Source: an optimization exercise on an open RTL-to-GDS flow (aim: small area, a short achievable clock period and few clock cycles per item). Production flows keep margins and buffers that such runs may drop. Where RTL was checked, it was by simulation tests only, not by an equivalence proof against the original. The clock port is modelled as an ideal driver, which makes a skipped or thinned clock tree look cheaper than it is; a real chip needs a root buffer or a tree. Power is estimated from default activity; no workload was simulated.

==> delta: inputs <==
==> flow/design.v (excerpt) <==
module lzss_top (
    input  logic        clk,
    input  logic        reset,
    input  logic        in_valid,
    input  logic [7:0]  in_data,
    input  logic        in_last,
    output logic        in_ready,
    output logic        out_valid,
    input  logic        out_ready,
    output logic        out_is_match,
    output logic [7:0]  out_field,
    output logic [1:0]  out_len_code,
    output logic [11:0] enc_num,
    output logic        finish
);
==> flow/config.mk <==
export PLATFORM = sky130hd
export DESIGN_NAME = lzss_top
export DESIGN_NICKNAME = lzss_top
export VERILOG_FILES = /design/flow/design.v
export SDC_FILE = /design/flow/constraint.sdc
export NUM_CORES = 8
export LEC_CHECK = 0
export CAP_MARGIN = 40
export CORE_MARGIN = 2
export CORE_UTILIZATION = 40
export SETUP_SLACK_MARGIN = 4.5
export SLEW_MARGIN = 20
==> flow/constraint.sdc <==
create_clock -name core_clock -period 7.0 [get_ports {clk}]
set_input_delay 1.4000 -clock core_clock [delete_from_list [all_inputs] [get_ports {clk}]]
set_output_delay 1.4000 -clock core_clock [all_outputs]
set_load 0.01 [all_outputs]
standard.sh (not shown) runs the stock make flow with config.mk's settings and CLKGATE_MAP_FILE= SYNTH_SCRIPT=/design/flow/synth_recipe.tcl, a recipe that flattens the netlist after the stock synthesis.
==> flow/flow/run.sh <==
#!/bin/bash
# The standard layout, except in the cts step: flow/mycts.tcl, sourced there
# through ORFS's PRE_CTS_TCL hook, stands in for the clock_tree_synthesis
# command. It builds a three-level clock tree of clkbuf_16 over recursive
# bisection clusters of the flip-flops, and rebuilds the buffer tree of the
# history's advance enable the same way (flow/myfanout.tcl). Before that it
# moves each register that drives an output port next to the port's buffer
# (flow/pullout.tcl). The rest of the
# cts step (legalisation, timing repair) and all other steps are unchanged.
set -o pipefail
export PRE_CTS_TCL="$PWD/flow/mycts.tcl"
export MYCTS_LEAF=20
export MYCTS_MID=4
bash standard.sh finish > standard.log 2>&1
Other scripts of this flow, unchanged in this note and not shown: flow/flow/mycts.tcl, flow/flow/myfanout.tcl, flow/flow/pullout.tcl
==> inputs of nickel, as changes to delta <==
--- a/flow/design.v
+++ b/flow/design.v
@@ -18,20 +18,52 @@
     } codeword_t;
 endpackage
 `timescale 1ns/1ps
 module lookahead_buffer (
     input  logic        clk,
     input  logic        reset,
+    input  logic        in_valid,
+    input  logic [7:0]  in_data,
+    input  logic        in_last,
     output logic        in_ready,
-    input  logic        room_next
+    input  logic        pop,
+    output logic        head_valid,
+    output logic [7:0]  head_data,
+    output logic        head_last
 );
+    logic [1:0] count;
+    logic [1:0] count_next;
+    logic       accept;
+    logic [7:0] data1;
+    logic       last1;
+    assign accept     = in_valid && (count != 2'd2);
+    assign count_next = count + 2'(accept) - 2'(pop);
     always_ff @(posedge clk or posedge reset) begin
         if (reset) begin
-            in_ready <= 1'b1;
+            count      <= 2'd0;
+            head_valid <= 1'b0;
+            in_ready   <= 1'b1;
         end else begin
-            in_ready <= room_next;
+            count      <= count_next;
+            head_valid <= (count_next != 2'd0);
+            in_ready   <= (count_next != 2'd2);
+        end
+    end
+    always_ff @(posedge clk) begin
+        if (count == 2'd0 || pop) begin
+            if (count == 2'd2) begin
+                head_data <= data1;
+                head_last <= last1;
+            end else begin
+                head_data <= in_data;
+                head_last <= in_last;
+            end
+        end
+        if (accept && (count == 2'd2 || (count == 2'd1 && !pop))) begin
+            data1 <= in_data;
+            last1 <= in_last;
         end
     end
 endmodule
 `timescale 1ns/1ps
 module history_window (
     input  logic                    clk,
@@ -216,16 +248,15 @@
     end
 endmodule
 `timescale 1ns/1ps
 module encode_control (
     input  logic                                clk,
     input  logic                                reset,
-    input  logic                                in_valid,
-    input  logic                                in_last,
+    input  logic                                head_valid,
+    input  logic                                head_last,
     output logic                                adv,
-    output logic                                room_next,
     output logic                                last_byte,
     input  lzss_pkg::match_part_t               part,
     input  logic [7:0]                          lit_byte,
     output logic                                out_valid,
     input  logic                                out_ready,
     output lzss_pkg::codeword_t                 out_codeword,
@@ -247,13 +278,12 @@
     logic [2:0]             r_len;
     logic [2:0]             skip;
     logic [2:0]             skip_next;
     logic                   skip_nz;
     logic                   push;
     logic                   room;
-    logic                   take;
     logic [3:0]             r_hit;
     logic [1:0]           ocount;
     lzss_pkg::codeword_t  o0_in;
     logic                 o0_load;
     logic [1:0]           ocount_next;
     lzss_pkg::codeword_t  o1;
@@ -262,26 +292,21 @@
     match_finish u_finish (
         .part     (r_part),
         .lit_byte (r_lit),
         .cand     (r_cw),
         .cand_len (r_len)
     );
-    assign last_byte = take && in_last;
+    assign last_byte = head_valid && head_last;
     always_comb begin
         for (int l = 0; l < 4; l++) begin
             r_hit[l] = |r_part.any[l];
         end
     end
     assign push = r_valid && !skip_nz;
     assign room = (ocount == 2'd0) || (ocount == 2'd1) || (ocount == 2'd2 && !push);
-    assign take = in_valid && room;
-    assign adv  = (in_valid || flushing) && room;
-    logic push_next;
-    assign push_next = adv && slot_real[NS-1] && (skip_next == 3'd0);
-    assign room_next = (ocount_next == 2'd0) || (ocount_next == 2'd1) ||
-                       (ocount_next == 2'd2 && !push_next);
+    assign adv  = (head_valid || flushing) && room;
     assign pop         = out_valid && out_ready;
     assign o0_load     = pop || (ocount == 2'd0);
     assign o0_in       = (ocount == 2'd0 || (ocount == 2'd1 && push)) ? r_cw : o1;
     assign ocount_next = ocount + 2'(push) - 2'(pop);
     always_comb begin
         skip_next = skip;
@@ -296,13 +321,13 @@
             end
         end
     end
     logic signed [3:0] u_minus [6];
     logic signed [3:0] u_plus1;
     logic              in_pos;
-    assign in_pos = take;
+    assign in_pos = adv && head_valid;
     always_comb begin
         for (int k = 0; k < 6; k++) begin
             u_minus[k] = uncov - 4'(k);
         end
         u_plus1 = uncov + 4'sd1;
         if (!push) begin
@@ -342,14 +367,14 @@
             out_valid <= 1'b0;
             enc_num   <= '0;
             finish    <= 1'b0;
         end else begin
             r_valid <= adv && slot_real[NS-1];
             if (adv) begin
-                slot_real <= {slot_real[NS-2:0], take};
-                if (take && in_last) begin
+                slot_real <= {slot_real[NS-2:0], head_valid};
+                if (head_valid && head_last) begin
                     seen_last <= 1'b1;
                     flushing  <= 1'b1;
                 end
                 if (flushing) begin
                     pad_cnt <= pad_cnt + 1'b1;
                     if (pad_cnt == 3'(NS - 1)) begin
@@ -397,44 +422,51 @@
     output logic                                out_valid,
     input  logic                                out_ready,
     output lzss_pkg::codeword_t                 out_codeword,
     output logic [lzss_pkg::COUNT_WIDTH-1:0]    enc_num,
     output logic                                finish
 );
-    logic                 room_next;
+    logic                 head_valid;
+    logic [7:0]           head_data;
+    logic                 head_last;
     logic                 adv;
     logic                 last_byte;
     logic [lzss_pkg::NUM_SLOTS-1:0][lzss_pkg::WINDOW_SIZE-1:0] slots;
     logic [7:0]           lit_byte;
     lzss_pkg::match_part_t part;
     lookahead_buffer u_lookahead (
         .clk        (clk),
         .reset      (reset),
+        .in_valid   (in_valid),
+        .in_data    (in_data),
+        .in_last    (in_last),
         .in_ready   (in_ready),
-        .room_next  (room_next)
+        .pop        (adv && head_valid),
+        .head_valid (head_valid),
+        .head_data  (head_data),
+        .head_last  (head_last)
     );
     history_window u_history (
         .clk       (clk),
         .reset     (reset),
         .adv       (adv),
         .last_byte (last_byte),
-        .new_byte  (in_data),
+        .new_byte  (head_data),
         .slots     (slots),
         .lit_byte  (lit_byte)
     );
     match_select u_select (
         .slots    (slots),
         .part     (part)
     );
     encode_control u_control (
         .clk          (clk),
         .reset        (reset),
-        .in_valid     (in_valid),
-        .in_last      (in_last),
+        .head_valid   (head_valid),
+        .head_last    (head_last),
         .adv          (adv),
-        .room_next    (room_next),
         .last_byte    (last_byte),
         .part         (part),
         .lit_byte     (lit_byte),
         .out_valid    (out_valid),
         .out_ready    (out_ready),
         .out_codeword (out_codeword),
SETUP_SLACK_MARGIN = 4.4   (was 4.5)
==> qor summary <==
Core footprint: delta 368,000 sq um; nickel 369,000 sq um
Pin slew with the least headroom to its limit: delta 867 ps; nickel 938 ps
End point of the worst hold path: delta u_enc.u_history.hist[1][7]$_DFFE_PP_; nickel u_enc.u_history.slots[259]$_DFFE_PN_
Area occupied by registers: delta 104,000 sq um; nickel 105,000 sq um
Multi-input logic portion of the cell area: delta 0.265; nickel 0.264
Synthesis-to-layout area growth: delta 14.0%; nickel 11.2%
Final Hold Slack: delta 422 ps; nickel 422 ps
Number of cells in the design after placement: delta 14.8k; nickel 14.9k
Fraction of registers with async set/reset: delta 0.0128; nickel 0.0136
Met1 wire length: delta 185,000 microns; nickel 178,000 microns
Filler cell count in the final layout: delta 32.0k; nickel 32.3k
CP arrival: delta 1260 ps; nickel 1300 ps
Int Pwr: delta 46,400 uW; nickel 59,700 uW
1st-iter DRT viols: delta 12.2k; nickel 10.1k
GR met1 Demand/Resource: delta 0.316; nickel 0.299
Gates resized, CTS repair: delta 665; nickel 440
Area of combinational cells with multiple inputs: delta 44,700 sq um; nickel 43,600 sq um
Part of the total power dissipated in the clock network: delta 0.155; nickel 0.117
Final estimated routing congestion in global placement: delta 0.941; nickel 1.03
Xor/xnor cell area share of the yosys netlist: delta 0.122; nickel 0.122
Status: delta complete, no violations; nickel complete, no violations
Worst reg2reg path endpoint: delta u_enc.u_control.r_part[90]$_DFF_P_; nickel u_enc.u_control.r_part[37]$_DFF_P_
Synthesized flop and latch total: delta 3,521; nickel 3,542
Testbench counts of nickel, summed over its fixed seeds: cycles 8,778, bytes 8,594.
No functional check of the RTL was part of delta. No run of this note takes its clock network from TritonCTS; it comes from the design's own scripts or RTL.

-- separate check: timing with driven ports --
Ports are ideal in the flow. The routed layouts listed here were re-timed in OpenROAD. Step 1 (the two cells are an assumption about what drives the block):
set clk [get_ports {clk}]
set_driving_cell -lib_cell sky130_fd_sc_hd__clkbuf_16 $clk
set_driving_cell -lib_cell sky130_fd_sc_hd__buf_2 [delete_from_list [all_inputs] $clk]
Step 2 adds t to the input delays and takes it off the output delays; t is the mean of the earliest and latest rising clock arrival at the registers after step 1. Input paths then give back, and output paths get back, about the clock's delay inside the block. Slacks: ideal ports / drivers / drivers and shift; pairs: ideal ports / drivers.
| run | t (ns) | setup slack, ns | worst setup path after step 2 | latest minus earliest clock arrival (ns) |
|---|---|---|---|---|
| delta | 0.879 | 4.336 / 4.108 / 3.506 | input to register | 0.041 / 0.042 |
| nickel | 0.850 | 4.304 / 4.095 / 3.858 | input to register | 0.049 / 0.048 |
After both steps setup and hold are still met in every run listed. For delta, which loses most, drivers alone change the setup slack by -0.228 ns; drivers and shift together by -0.830 ns.
